Context: an optimization exercise on an open-source flow, tuned for small area and a short achievable clock period. The choices shown serve that exercise and are no tape-out recipe. RTL that was checked went through simulation tests only; none was proved equivalent to the original. Function not checked in run 2: the RTL went through the layout flow alone. Power and IR drop assume default switching activity.

[run.sh]
#!/bin/bash
# synth_recipe.tcl (not shown) runs the flow's synth.tcl, then flattens the netlist and writes it again
# the make line also repeats each setting of config.mk as NAME=value (left out here)
make -C /OpenROAD-flow-scripts/flow DESIGN_CONFIG=/design/flow/config.mk WORK_HOME=/design/flow/orfs CLKGATE_MAP_FILE= SYNTH_SCRIPT=/design/flow/synth_recipe.tcl finish
[config.mk]
export PLATFORM = sky130hd
export DESIGN_NAME = sid_synth_top
export DESIGN_NICKNAME = sid_synth_top
export VERILOG_FILES = /design/flow/design.v
export SDC_FILE = /design/flow/constraint.sdc
export NUM_CORES = 4
export LEC_CHECK = 0
export CAP_MARGIN = 20
export CORE_MARGIN = 2
export CORE_UTILIZATION = 40
export SLEW_MARGIN = 20
[constraint.sdc]
create_clock -name core_clock -period 7.0 [get_ports {clk}]
set_input_delay 1.4000 -clock core_clock [delete_from_list [all_inputs] [get_ports {clk}]]
set_output_delay 1.4000 -clock core_clock [all_outputs]
set_load 0.01 [all_outputs]
[design.v]
`default_nettype none
package synth_pkg;
    localparam int REG_W = 8;
    function automatic logic [8:0] add8(input logic [7:0] a, input logic [7:0] b,
                                        input logic ci);
        logic [8:0] s;
        logic       c;
        c = ci;
        for (int i = 0; i < 8; i++) begin
            s[i] = a[i] ^ b[i] ^ c;
            c    = (a[i] & b[i]) | (c & (a[i] ^ b[i]));
        end
        s[8] = c;
        add8 = s;
    endfunction
    function automatic logic [8:0] inc8(input logic [7:0] a, input logic ci);
        logic [8:0] s;
        logic       c;
        c = ci;
        for (int i = 0; i < 8; i++) begin
            s[i] = a[i] ^ c;
            c    = a[i] & c;
        end
        s[8] = c;
        inc8 = s;
    endfunction
endpackage
`default_nettype wire
`timescale 1ns/1ps
`default_nettype none
module spi_voice_regs;
endmodule
`default_nettype wire
`timescale 1ns/1ps
`default_nettype none
module sid_voice;
endmodule
`default_nettype wire
`timescale 1ns/1ps
`default_nettype none
module voice_mixer;
endmodule
`default_nettype wire
`timescale 1ns/1ps
`default_nettype none
module sid_synth_top #(
    parameter  int NUM_VOICES = 4,
    parameter  int SAMPLE_DIV = 256,
    localparam int MIX_W      = synth_pkg::REG_W + 2
) (
    input  wire logic             clk,
    input  wire logic             rst_n,
    input  wire logic             spi_clk,
    input  wire logic             spi_cs_n,
    input  wire logic             spi_mosi,
    output logic      [MIX_W-1:0] sample,
    output logic                  sample_valid
);
    logic sclk_s1, sclk_s2, cs_n_s1, mosi_s1;
    always_ff @(posedge clk or negedge rst_n) begin
        if (!rst_n) begin
            sclk_s1 <= 1'b0;
            sclk_s2 <= 1'b0;
            cs_n_s1 <= 1'b1;
            mosi_s1 <= 1'b0;
        end else begin
            sclk_s1 <= spi_clk;
            sclk_s2 <= sclk_s1;
            cs_n_s1 <= spi_cs_n;
            mosi_s1 <= spi_mosi;
        end
    end
    logic       sclk_rise;
    logic [3:0] bit_cnt;
    logic [4:0] hdr;        
    logic [7:0] dat;        
    logic       frame_done;
    assign sclk_rise  = sclk_s1 & ~sclk_s2;
    assign frame_done = ~cs_n_s1 & sclk_rise & (bit_cnt == 4'd15);
    always_ff @(posedge clk or negedge rst_n) begin
        if (!rst_n) begin
            bit_cnt <= '0;
        end else if (cs_n_s1) begin
            bit_cnt <= '0;
        end else if (sclk_rise) begin
            bit_cnt <= bit_cnt + 4'd1;
        end
    end
    always_ff @(posedge clk) begin
        if (sclk_rise && bit_cnt < 4'd5) hdr <= {hdr[3:0], mosi_s1};
        if (sclk_rise) dat <= {dat[6:0], mosi_s1};
    end
    logic [7:0] div_cnt;
    logic       seen;       
    always_ff @(posedge clk or negedge rst_n) begin
        if (!rst_n) begin
            div_cnt <= '0;
            seen    <= 1'b0;
        end else begin
            div_cnt <= div_cnt + 8'd1;
            if (div_cnt == 8'd255) seen <= 1'b1;
        end
    end
    logic is254;      
    logic step_en;    
    logic at_tick;    
    logic pass2;      
    logic out_en;     
    always_ff @(posedge clk or negedge rst_n) begin
        if (!rst_n) begin
            is254   <= 1'b0;
            step_en <= 1'b0;
            at_tick <= 1'b0;
            pass2   <= 1'b0;
            out_en  <= 1'b0;
        end else begin
            is254   <= (div_cnt == 8'd253);
            step_en <= is254;
            at_tick <= step_en;
            pass2   <= at_tick;
            out_en  <= pass2 & seen;
        end
    end
    logic       pend;
    logic       hold;
    logic       wr_en;
    logic [7:0] wr_data;
    assign hold = at_tick | (step_en & (hdr[4:3] == 2'b00));
    always_ff @(posedge clk or negedge rst_n) begin
        if (!rst_n) pend <= 1'b0;
        else        pend <= frame_done & hold;
    end
    assign wr_en   = (frame_done & ~hold) | pend;
    assign wr_data = pend ? dat : {dat[6:0], mosi_s1};
    logic [NUM_VOICES-1:0][15:0] freq,    freq_n;
    logic [NUM_VOICES-1:0][7:0]  pw,      pw_n;
    logic [NUM_VOICES-1:0][7:0]  attack,  attack_n;
    logic [NUM_VOICES-1:0][7:0]  sustain, sustain_n;
    logic [NUM_VOICES-1:0][3:0]  wave,    wave_n;      
    always_comb begin
        freq_n    = freq;
        pw_n      = pw;
        attack_n  = attack;
        sustain_n = sustain;
        wave_n    = wave;
        if (wr_en) begin
            for (int v = 0; v < NUM_VOICES; v++) begin
                if (hdr[1:0] == 2'(v)) begin
                    case (hdr[4:2])
                        3'd0: freq_n[v][7:0]  = wr_data;
                        3'd1: freq_n[v][15:8] = wr_data;
                        3'd2: pw_n[v]         = wr_data;
                        3'd4: attack_n[v]     = wr_data;
                        3'd5: sustain_n[v]    = wr_data;
                        3'd6: wave_n[v]       = {wr_data[6], wr_data[5], wr_data[4], wr_data[0]};
                        default: ;
                    endcase
                end
            end
        end
    end
    always_ff @(posedge clk or negedge rst_n) begin
        if (!rst_n) begin
            freq    <= '0;
            pw      <= '0;
            attack  <= '0;
            sustain <= '0;
            wave    <= '0;
        end else begin
            freq    <= freq_n;
            pw      <= pw_n;
            attack  <= attack_n;
            sustain <= sustain_n;
            wave    <= wave_n;
        end
    end
    localparam logic [2:0] S_IDLE = 3'd0, S_ATK = 3'd1, S_DEC = 3'd2,
                           S_SUS = 3'd3, S_REL = 3'd4;
    logic [NUM_VOICES-1:0][15:0] acc;    
    logic [NUM_VOICES-1:0][7:0]  p;      
    logic [NUM_VOICES-1:0]       c8;     
    logic [NUM_VOICES-1:0]       c16;    
    logic [NUM_VOICES-1:0][7:0]  env;
    logic [NUM_VOICES-1:0][2:0]  st;
    logic [NUM_VOICES-1:0][3:0]  w_lo;   
    logic [NUM_VOICES-1:0][3:0]  w_hi;
    logic [NUM_VOICES-1:0][7:0]  m;      
    for (genvar v = 0; v < NUM_VOICES; v++) begin : g_voice
        logic [16:0] acc_sum_n;
        logic [8:0]  lo_sum, hi_sum8, p_step;
        assign acc_sum_n = {1'b0, acc[v]} + {1'b0, freq_n[v]};
        assign lo_sum    = synth_pkg::add8(acc[v][7:0], freq[v][7:0] & {8{step_en}}, 1'b0);
        assign hi_sum8   = synth_pkg::add8(acc[v][15:8], freq[v][15:8] & {8{at_tick}}, c8[v]);
        assign p_step    = synth_pkg::inc8(p[v], c16[v]);
        logic       gate;
        logic [2:0] gst, nst;
        logic [7:0] nenv, opb, sus_lvl;
        logic [3:0] nib;
        logic [8:0] esum;
        logic       is_atk, is_dec, is_rel;
        assign gate    = wave[v][0];
        assign sus_lvl = {sustain[v][3:0], sustain[v][3:0]};
        always_comb begin
            gst = st[v];
            if (gate && (st[v] == S_IDLE || st[v] == S_REL)) gst = S_ATK;
            else if (!gate && (st[v] == S_ATK || st[v] == S_DEC || st[v] == S_SUS)) gst = S_REL;
        end
        assign is_atk = (gst == S_ATK);
        assign is_dec = (gst == S_DEC);
        assign is_rel = (gst == S_REL);
        assign nib  = is_dec ? attack[v][7:4] : sustain[v][7:4];
        assign opb  = is_atk ? {4'b0000, attack[v][3:0]} : {4'b1111, ~nib};
        assign esum = {1'b0, env[v]} + {1'b0, opb} + 9'(is_atk);
        logic [8:0] dec_floor;
        logic       dec_le;
        assign dec_floor = {1'b0, sus_lvl} + 9'(attack[v][7:4]) + 9'd1;
        assign dec_le    = {1'b0, env[v]} <= dec_floor;
        always_comb begin
            nst  = gst;
            nenv = env[v];
            if (is_atk) begin
                if (esum[8] || esum[7:0] == 8'hFF) begin
                    nenv = 8'hFF;
                    nst  = S_DEC;
                end else begin
                    nenv = esum[7:0];
                end
            end else if (is_dec) begin
                if (dec_le) begin
                    nenv = sus_lvl;
                    nst  = S_SUS;
                end else begin
                    nenv = esum[7:0];
                end
            end else if (is_rel) begin
                if (!esum[8] || esum[7:0] == 8'h00) begin
                    nenv = 8'h00;
                    nst  = S_IDLE;
                end else begin
                    nenv = esum[7:0];
                end
            end
        end
        always_ff @(posedge clk or negedge rst_n) begin
            if (!rst_n) begin
                acc[v] <= '0;
                p[v]   <= '0;
                env[v] <= '0;
                st[v]  <= S_IDLE;
                c8[v]  <= 1'b0;
                c16[v] <= 1'b0;
            end else begin
                c16[v]        <= acc_sum_n[16] & is254;
                c8[v]         <= lo_sum[8] & step_en;
                acc[v][7:0]   <= lo_sum[7:0];
                acc[v][15:8]  <= hi_sum8[7:0];
                p[v]          <= p_step[7:0];
                if (step_en) begin
                    env[v] <= nenv;
                    st[v]  <= nst;
                end
            end
        end
        logic [7:0] tri_v, w_n;
        logic       pul_ok, any_sel;
        assign tri_v   = {p_step[6:0], 1'b0} ^ {8{p_step[7]}};
        assign pul_ok  = p_step[7:0] < pw_n[v];
        assign any_sel = wave_n[v][1] | wave_n[v][2] | wave_n[v][3];
        assign w_n = (wave_n[v][2] ? p_step[7:0] : 8'hFF) & (wave_n[v][1] ? tri_v : 8'hFF) &
                     {8{any_sel & (~wave_n[v][3] | pul_ok)}};
        logic [11:0] o0, o1, o2, o3, o4, s1, c1, s2, c2, s3, c3, part;
        assign o0 = 12'(m[v] & {8{pass2}});
        assign o1 = 12'(env[v] & {8{w_lo[v][0]}});
        assign o2 = 12'(env[v] & {8{w_lo[v][1]}}) << 1;
        assign o3 = 12'(env[v] & {8{w_lo[v][2]}}) << 2;
        assign o4 = 12'(env[v] & {8{w_lo[v][3]}}) << 3;
        assign s1 = o0 ^ o1 ^ o2;
        assign c1 = ((o0 & o1) | (o0 & o2) | (o1 & o2)) << 1;
        assign s2 = s1 ^ c1 ^ o3;
        assign c2 = ((s1 & c1) | (s1 & o3) | (c1 & o3)) << 1;
        assign s3 = s2 ^ c2 ^ o4;
        assign c3 = ((s2 & c2) | (s2 & o4) | (c2 & o4)) << 1;
        assign part = s3 + c3;
        always_ff @(posedge clk) begin
            w_hi[v] <= w_n[7:4];
            w_lo[v] <= at_tick ? w_hi[v] : w_n[3:0];
            m[v]    <= part[11:4];
        end
    end
    logic [MIX_W-1:0] level_sum;
    assign level_sum = MIX_W'(m[0]) + MIX_W'(m[1]) + MIX_W'(m[2]) + MIX_W'(m[3]);
    always_ff @(posedge clk or negedge rst_n) begin
        if (!rst_n) begin
            sample       <= '0;
            sample_valid <= 1'b0;
        end else begin
            sample_valid <= out_en;
            if (out_en) sample <= level_sum;
        end
    end
endmodule
`default_nettype wire
==> results.cfg, run 1 <==
[worst_setup_path]
crit_type = reg -> reg
timing.rr.start = st[10]$_DFFE_PN0P_
endpoint = env[27]$_DFFE_PN0P_
r2r-end = env[27]$_DFFE_PN0P_
path_max_fanout = 11
critical_path_arrival_ns = 5.11
end_kind = flop
cp-start-kind = flop
required_ns = 7.43
critical_path.startpoint = st[10]$_DFFE_PN0P_
reg2reg_depth = 14
rrSetupSlack_ns = 2.33

[yosys]
yosys.area.top_type_share = 0.315
synth.avg_cell_area_um2 = 9.82
ys_warn_count = 1
syn_inst = 2886
yosysSeqAreaShare = 0.375
synth.most_common_cell = nand2_1
synth_nets = 3300
synthDistinctLibCells = 99
synthArstFlopShare = 0.823
netlist_top_cells_count = nand2_1 (358), dfrtp_1 (357), inv_1 (248), ha_1 (237), o21ai_0 (215)
ys_seq_elements = 435
synth_flop_cell = dfrtp_1
synthesis.area_um2 = 28300
synthTopCellsByArea = dfrtp_1 (32%), fa_1 (12%), ha_1 (10%)
yosysTopAreaCell = dfrtp_1
synth-edff-count = 13

[cells_and_area]
syn_to_final_growth_pct = 10.2
diodes = 0
seq_area_um2 = 10600
nFillCells = 6778
fin_nets = 3294
drive_above_1_share = 0.0616
fin_cells = 3862
multi_input_area_um2 = 16500

[placed_design]
numPortBuffers = 15
dp_hpwl_mm = 48.4
place_inst = 3768
place_ws_ns = 2.35
place_congestion = 0.906

[power_and_ir_drop]
powerDensity_nw_per_um2 = 165
peakVddDrop_mv = 0.178
p_leak_nw = 15.4

[timing]
fin_worst_skew_ns = 0.0345
tightest_slew_ns = 1.08
maxSlewViolCount = 0
tns_ns = 0
fmax_mhz = 214
setup_ws_ns = 2.33
hold_slack_ns = 0.417
rsz0062_at_grt = no
timing.final.crit_share = 0.668
setup_violations = 0
layout_min_cycle_time_ns = 4.67
relSlewSlack = 0.279
hold_viol = 0

[min_path]
holdCritStartpoint = sclk_s1$_DFF_PN0_
hold_class = reg -> reg

[clocking]
cts_max_path_buffers = 3
cts_hold_buf = 0
cts_buffers = 50
cts_tree = yes
cts-resized-gates = 0
post_cts_buffers = 0
cts.clk_slew.worst_paths_ns = 0.06
htreeDepth = 2
insertion_delay_ns = 0.61
cts-root-buf = clkbuf_16
cts_sinks = 435

[grt]
grt_pass1_vias = 21005
grtUsageTotal = 0.186
grt_pass1_wl_mm = 110
grt_max_degree = 117
antenna_found_initial = 0
overflow = 0

[routing]
wl_mm = 66.5
wl_per_cell_um = 17.2
drt-vias-per-instance = 5.26
drtAntennaViolNets = 0
remaining_drc_errors = 0
vias = 20326
drtPass1Iterations = 7
drt_iter0_markers = 1068

[die]
fp.dieW_um = 270
floorplan.initialDensity = 0.405
die_h_um = 270
rows = 97
coreArea_um2 = 70000
boundaryPins = 16
dieArea_um2 = 73000

[status]
status = timing/DRC/antenna clean

[run]
max_cap_violations = 0
critical path, stage by stage (launching register included):
cell	delay, ns
dfrtp_1	0.39
inv_1	0.12
or4b_1	0.68
o21ai_0	0.20
a21oi_1	0.12
fa_1	0.49
fa_1	0.42
a21o_1	0.21
a31o_1	0.23
a21oi_2	0.17
o21bai_1	0.08
a21oi_1	0.68
nor2_1	0.24
a221oi_1	0.35
o21ai_0	0.13
placed cells by master (no fill, tap or decap), types with 13 or more instances in the layout:
cell type and instances:
fa_1 172, nand3_1 38, buf_4 17, nand4_1 34, o221ai_1 13, inv_1 248
nor2b_1 33, o21ai_0 215, ha_1 237, o21ai_1 25, o22ai_1 23, dfrtp_1 355
nor3_1 34, a21oi_1 128, and2_1 173, clkbuf_16 51, a21o_1 61, a211oi_1 22
mux2_2 16, edfxtp_1 13, clkdlybuf4s50_1 14, nand2_1 358, nor2_1 145, xor2_1 43
clkbuf_1 21, xnor2_1 84, nand2b_1 25, o21a_1 23, dfxtp_1 64
cell families (layout without fill, tap and decap cells):
family | after synthesis | after routing | synth area share
AND/OR/NAND/NOR | 901 | 901 | 0.156
AO/OA/AOI/OAI | 634 | 634 | 0.144
flip-flops | 435 | 435 | 0.375
adder cells (fa/ha/maj) | 409 | 409 | 0.226
buffers and inverters | 346 | 382 | 0.0465
XOR/XNOR | 127 | 127 | 0.0393
multiplexers | 34 | 34 | 0.0128
power by group:
part	total (mW)	switching [mW]	internal, mW
combinational	0.0839	0.0710	0.0129
clock	2.54	1.08	1.46
sequential	2.53	0.00796	2.53
total	5.15	1.16	3.99
state kept, by name, summed over array words and instances (netlist names), 4 cells and up:
signal / flops
st: 12
dat: 8
sustain: 32
freq: 64
sample: 10
div_cnt: 8
attack: 32
hdr: 5
p: 32
bit_cnt: 4
acc: 64
c8: 4
env: 32
wave: 16
pw: 32
w_hi: 16
m: 32
w_lo: 16
c16: 4
final cells by class:
| cell class | instances | share of cell area |
|---|---|---|
| clock buffer | 81 | 0.0474 |
| clock inverter | 13 | 0.00409 |
| inverter | 254 | 0.0305 |
| multi-input combinational | 2105 | 0.529 |
| sequential | 435 | 0.341 |
| tap | 940 | 0.0377 |
| timing repair buffer | 34 | 0.0103 |
layer usage:
metal	share of wire	GRT usage	vias up
li1	-	-	9816
met1	0.46	0.247	10060
met2	0.47	0.315	353
met3	0.042	0.0273	97
met4	0.023	0.0507	0
met5	0	0	-
through the flow:
| step | cell area (um^2) | power, mW | util |
|---|---|---|---|
| after detailed placement | 29600 | 2.67 | 0.422 |
| after CTS | 31200 | 5.24 | 0.445 |
| after global routing | 31200 | 5.34 | 0.446 |
| final | 31200 | 5.15 | 0.446 |
| after global placement | 29600 | 2.67 | 0.422 |
| after floorplan | 28300 | 2.59 | - |
how the worst min path moves through the flow:
stage	endpoint	cells after the start	slack (ns)
after floorplan	pass2$_DFF_PN0_	0	0.35
after global placement	sclk_s2$_DFF_PN0_	0	0.40
after detailed placement	sclk_s2$_DFF_PN0_	0	0.41
after CTS	sclk_s2$_DFF_PN0_	0	0.42
after global routing	w_lo[10]$_DFF_P_	2	0.45
final	sclk_s2$_DFF_PN0_	0	0.42
==> inputs of run 2 (changes only) <==
--- a/design.v
+++ b/design.v
@@ -101,26 +101,12 @@
             if (div_cnt == 8'd255) seen <= 1'b1;
         end
     end
-    logic is254;      
     logic step_en;    
     logic at_tick;    
-    logic pass2;      
     logic out_en;     
-    always_ff @(posedge clk or negedge rst_n) begin
-        if (!rst_n) begin
-            is254   <= 1'b0;
-            step_en <= 1'b0;
-            at_tick <= 1'b0;
-            pass2   <= 1'b0;
-            out_en  <= 1'b0;
-        end else begin
-            is254   <= (div_cnt == 8'd253);
-            step_en <= is254;
-            at_tick <= step_en;
-            pass2   <= at_tick;
-            out_en  <= pass2 & seen;
-        end
-    end
+    assign step_en = (div_cnt == 8'd255);
+    assign at_tick = (div_cnt == 8'd0);
+    assign out_en  = (div_cnt == 8'd2) & seen;
     logic       pend;
     logic       hold;
     logic       wr_en;
@@ -176,15 +162,17 @@
     end
     localparam logic [2:0] S_IDLE = 3'd0, S_ATK = 3'd1, S_DEC = 3'd2,
                            S_SUS = 3'd3, S_REL = 3'd4;
+    logic is254;
+    assign is254 = (div_cnt == 8'd254);
     logic [NUM_VOICES-1:0][15:0] acc;    
     logic [NUM_VOICES-1:0][7:0]  p;      
     logic [NUM_VOICES-1:0]       c8;     
     logic [NUM_VOICES-1:0]       c16;    
     logic [NUM_VOICES-1:0][7:0]  env;
     logic [NUM_VOICES-1:0][2:0]  st;
-    logic [NUM_VOICES-1:0][3:0]  w_lo;   
-    logic [NUM_VOICES-1:0][3:0]  w_hi;
-    logic [NUM_VOICES-1:0][7:0]  m;      
+    logic [NUM_VOICES-1:0][7:0]  w;      
+    logic [NUM_VOICES-1:0][7:0]  r1;     
+    logic [NUM_VOICES-1:0][7:0]  lvl;
     for (genvar v = 0; v < NUM_VOICES; v++) begin : g_voice
         logic [16:0] acc_sum_n;
         logic [8:0]  lo_sum, hi_sum8, p_step;
@@ -211,10 +199,6 @@
         assign nib  = is_dec ? attack[v][7:4] : sustain[v][7:4];
         assign opb  = is_atk ? {4'b0000, attack[v][3:0]} : {4'b1111, ~nib};
         assign esum = {1'b0, env[v]} + {1'b0, opb} + 9'(is_atk);
-        logic [8:0] dec_floor;
-        logic       dec_le;
-        assign dec_floor = {1'b0, sus_lvl} + 9'(attack[v][7:4]) + 9'd1;
-        assign dec_le    = {1'b0, env[v]} <= dec_floor;
         always_comb begin
             nst  = gst;
             nenv = env[v];
@@ -226,7 +210,7 @@
                     nenv = esum[7:0];
                 end
             end else if (is_dec) begin
-                if (dec_le) begin
+                if (!esum[8] || esum[7:0] <= sus_lvl) begin
                     nenv = sus_lvl;
                     nst  = S_SUS;
                 end else begin
@@ -268,27 +252,29 @@
         assign any_sel = wave_n[v][1] | wave_n[v][2] | wave_n[v][3];
         assign w_n = (wave_n[v][2] ? p_step[7:0] : 8'hFF) & (wave_n[v][1] ? tri_v : 8'hFF) &
                      {8{any_sel & (~wave_n[v][3] | pul_ok)}};
-        logic [11:0] o0, o1, o2, o3, o4, s1, c1, s2, c2, s3, c3, part;
-        assign o0 = 12'(m[v] & {8{pass2}});
-        assign o1 = 12'(env[v] & {8{w_lo[v][0]}});
-        assign o2 = 12'(env[v] & {8{w_lo[v][1]}}) << 1;
-        assign o3 = 12'(env[v] & {8{w_lo[v][2]}}) << 2;
-        assign o4 = 12'(env[v] & {8{w_lo[v][3]}}) << 3;
-        assign s1 = o0 ^ o1 ^ o2;
-        assign c1 = ((o0 & o1) | (o0 & o2) | (o1 & o2)) << 1;
-        assign s2 = s1 ^ c1 ^ o3;
-        assign c2 = ((s1 & c1) | (s1 & o3) | (c1 & o3)) << 1;
-        assign s3 = s2 ^ c2 ^ o4;
-        assign c3 = ((s2 & c2) | (s2 & o4) | (c2 & o4)) << 1;
-        assign part = s3 + c3;
+        logic [11:0] lo_part, hi_part;
+        always_comb begin
+            lo_part = 12'(env[v] & {8{w[v][0]}})
+                    + {3'd0, env[v] & {8{w[v][1]}}, 1'b0}
+                    + {2'd0, env[v] & {8{w[v][2]}}, 2'b0}
+                    + {1'd0, env[v] & {8{w[v][3]}}, 3'b0};
+            hi_part = 12'(r1[v])
+                    + 12'(env[v] & {8{w[v][4]}})
+                    + {3'd0, env[v] & {8{w[v][5]}}, 1'b0}
+                    + {2'd0, env[v] & {8{w[v][6]}}, 2'b0}
+                    + {1'd0, env[v] & {8{w[v][7]}}, 3'b0};
+        end
+        logic [8:0] a3, b3;
+        assign a3 = {1'b0, lo_part[11:4]} << 1;
+        assign b3 = {1'b0, hi_part[11:4]} << 1;
         always_ff @(posedge clk) begin
-            w_hi[v] <= w_n[7:4];
-            w_lo[v] <= at_tick ? w_hi[v] : w_n[3:0];
-            m[v]    <= part[11:4];
+            w[v]   <= w_n;
+            r1[v]  <= a3[8:1];
+            lvl[v] <= b3[8:1];
         end
     end
     logic [MIX_W-1:0] level_sum;
-    assign level_sum = MIX_W'(m[0]) + MIX_W'(m[1]) + MIX_W'(m[2]) + MIX_W'(m[3]);
+    assign level_sum = MIX_W'(lvl[0]) + MIX_W'(lvl[1]) + MIX_W'(lvl[2]) + MIX_W'(lvl[3]);
     always_ff @(posedge clk or negedge rst_n) begin
         if (!rst_n) begin
             sample       <= '0;
==> run 2 against run 1 <==
Still clean on timing, DRC and antenna. Critical path depth increased by 4. Worst hold slack better by 0.053 ns. Register-to-register slack worse by 0.67 ns. Critical path type unchanged. Largest power group unchanged.
==> results.cfg, run 2 <==
[grt]
grt_max_degree = 182
overflow = 0
grt_pass1_vias = 21053
antenna_found_initial = 4
grt_pass1_wl_mm = 112
grtUsageTotal = 0.176

[timing]
setup_violations = 0
hold_slack_ns = 0.470
rsz0062_at_grt = no
fmax_mhz = 187
tns_ns = 0
hold_viol = 0
layout_min_cycle_time_ns = 5.35
fin_worst_skew_ns = 0.0437
tightest_slew_ns = 1.07
maxSlewViolCount = 0
relSlewSlack = 0.286
timing.final.crit_share = 0.764

[power_and_ir_drop]
powerDensity_nw_per_um2 = 175
p_leak_nw = 17.2
finalPower_mw = 5.88
peakVddDrop_mv = 0.177

[yosys]
synth_flop_cell = dfrtp_1
ys_seq_elements = 462
synthDistinctLibCells = 87
yosysSeqAreaShare = 0.367
netlist_top_cells_count = dfrtp_1 (352), nand2_1 (297), ha_1 (286), inv_1 (226), nor2_1 (225)
yosys.area.top_type_share = 0.290
synth_nets = 3526
synth-edff-count = 13
synthArstFlopShare = 0.764
synth.most_common_cell = dfrtp_1
synth.avg_cell_area_um2 = 10.1
ys_warn_count = 1
syn_inst = 3019
yosysTopAreaCell = dfrtp_1
synthesis.area_um2 = 30400
synthTopCellsByArea = dfrtp_1 (29%), fa_1 (14%), ha_1 (12%)

[die]
coreArea_um2 = 75600
floorplan.initialDensity = 0.402
die_h_um = 280
fp.dieW_um = 280
boundaryPins = 16
rows = 101
dieArea_um2 = 78200

[worst_setup_path]
r2r-end = env[16]$_DFFE_PN0P_
path_max_fanout = 10
crit_path_cell_trace = nor4b_2, mux2_2, a21oi_1, ha_1, nor2b_1, o31a_1, o31ai_1, a21oi_1, xnor2_1, inv_1, ha_1, nand4_1, nor2_1, a211o_1, a21oi_1, nor2b_1, a211oi_1, o22ai_1
reg2reg_depth = 18
crit_type = reg -> reg
timing.rr.start = wave[8]$_DFFE_PN0P_
cpMaxStageDelayCell = nor4b_2
critical_path_arrival_ns = 5.84
rrSetupSlack_ns = 1.65
required_ns = 7.49
cp-start-kind = flop
crit_buf_inv = 1
cpPeakStageDelay_ns = 0.81
crit_top_cell = a21oi_1
end_kind = flop
worst_path_dominant_cell_family = compound AO/OA/AOI/OAI gates

[clocking]
post_cts_buffers = 0
cts_sinks = 462
cts-root-buf = clkbuf_16
cts_tree = yes
insertion_delay_ns = 0.65
cts.clk_slew.worst_paths_ns = 0.06
cts_buffers = 54
cts_max_path_buffers = 3
cts-resized-gates = 0
cts_hold_buf = 0
htreeDepth = 2

[placed_design]
numPortBuffers = 15
dp_hpwl_mm = 48.6
place_congestion = 0.876
dpl_cell_area_um2 = 31700

[run]
max_cap_violations = 0

[routing]
remaining_drc_errors = 0
drtAntennaViolNets = 0
wl_mm = 66.2
drt-vias-per-instance = 5.13
wl_per_cell_um = 16.4
vias = 20714
drt_iter0_markers = 1162
drtPass1Iterations = 7

[min_path]
hold_depth = 2
hold_class = reg -> reg
holdCritStartpoint = sample[1]$_DFFE_PN0P_
min_to = sample[1]$_DFFE_PN0P_

[cells_and_area]
syn_to_final_growth_pct = 10.8
final_area_um2 = 33700
final_common_cell = dfrtp_1
fin_nets = 3519
diodes = 0
drive_above_1_share = 0.0641
most-common-layout-cells = dfrtp_1 (352), nand2_1 (297), ha_1 (286)
nFillCells = 7184
reg.largest.list = acc x64, freq x64

[status]
status = timing/DRC/antenna clean
## run 2: changes by cell type in the layout (fill, tap and decap cells not counted), sizes merged, moves of 25 or more
cell / delta
a21oi: +65
and3: +31
dfxtp: +32
fa: +44
ha: +49
inv: -25
nand2: -61
nor2: +78
o21ai: -80
## run 2: per-stage QoR
step,std cells,utilization,setup slack (ns)
after floorplan,3019,-,2.16
after global placement,3934,0.419,1.82
after detailed placement,3934,0.419,1.66
after CTS,4036,0.446,1.67
after global routing,4036,0.446,1.14
final,4036,0.446,1.65
## run 2: kinds of logic (layout without fill, tap and decap cells)
| kind of cell | Yosys count | in the layout | synth area share |
|---|---|---|---|
| AOI/OAI and AO/OA | 640 | 640 | 0.132 |
| xor gates and xnor gates | 110 | 110 | 0.0317 |
| adders and majority gates | 502 | 502 | 0.260 |
| buffers and inverters | 332 | 371 | 0.0420 |
| DFF | 462 | 462 | 0.367 |
| muxes | 39 | 39 | 0.0146 |
| and+or+nand+nor | 934 | 934 | 0.153 |
## run 2: tightest hold or removal path, cell delays in order (launching register included)
cell	delay (ns)
dfrtp_1	0.34
nand2_1	0.05
nand2_1	0.05
## run 2: layout make-up
| type | count | area, um^2 | share of cell area |
|---|---|---|---|
| clock inverter | 28 | 473 | 0.0140 |
| tap | 978 | 1220 | 0.0363 |
| sequential | 462 | 11100 | 0.331 |
| multi-input combinational | 2225 | 18100 | 0.537 |
| timing repair buffer | 41 | 363 | 0.0108 |
| clock buffer | 74 | 1520 | 0.0451 |
| inverter | 228 | 856 | 0.0254 |
## run 2: per-layer routing
metal | vias to the layer above | track usage | part of all wire
met5 | - | 0 | 0.00041
met4 | 4 | 0.0384 | 0.018
met3 | 81 | 0.0254 | 0.029
met2 | 192 | 0.290 | 0.46
met1 | 10130 | 0.246 | 0.49
li1 | 10307 | - | -
## run 2: where the power goes
part	switching [mW]	total, mW	internal, mW
Combinational	0.0689	0.0817	0.0128
Clock	1.21	3.11	1.90
Sequential	0.00829	2.69	2.68
Total	1.28	5.88	4.60
## run 2: worst max path at each step
stage / endpoint / from / depth (start not counted) / slack (ns)
floorplan: env[15]$_DFFE_PN0P_ / st[5]$_DFFE_PN0N_ / 22 / 2.16
global placement: env[16]$_DFFE_PN0P_ / st[6]$_DFFE_PN0N_ / 18 / 1.82
detailed placement: env[16]$_DFFE_PN0P_ / st[6]$_DFFE_PN0N_ / 18 / 1.66
CTS: env[16]$_DFFE_PN0P_ / st[6]$_DFFE_PN0N_ / 18 / 1.67
global route: env[16]$_DFFE_PN0P_ / st[7]$_DFFE_PN0N_ / 19 / 1.14
finish: env[16]$_DFFE_PN0P_ / wave[8]$_DFFE_PN0P_ / 18 / 1.65

## port drivers added, routing unchanged
How much do the figures lean on ideal ports? The routed layouts below were timed once more, with nothing changed but the port constraints. Step 1 sets driving cells, clkbuf_16 on the clock port and buf_2 on the other inputs (assumed; they add their load-dependent delay and slew). Step 2 times the ports against the registers' clock, not the clock port: input delays grow and output delays shrink by t, the midpoint of the rising clock arrivals with the driver on. Slacks: ideal ports / drivers / drivers and shift; pairs: ideal ports / drivers.
run	shift t [ns]	slack for setup (ns)	hold WS [ns]	clock arrival spread, ns
run 1	0.653	2.325 / 2.325 / 2.325	0.417 / 0.417 / 0.417	0.038 / 0.038
run 2	0.689	1.654 / 1.654 / 1.654	0.470 / 0.470 / 0.470	0.045 / 0.045
After both steps every run listed still meets setup and hold.
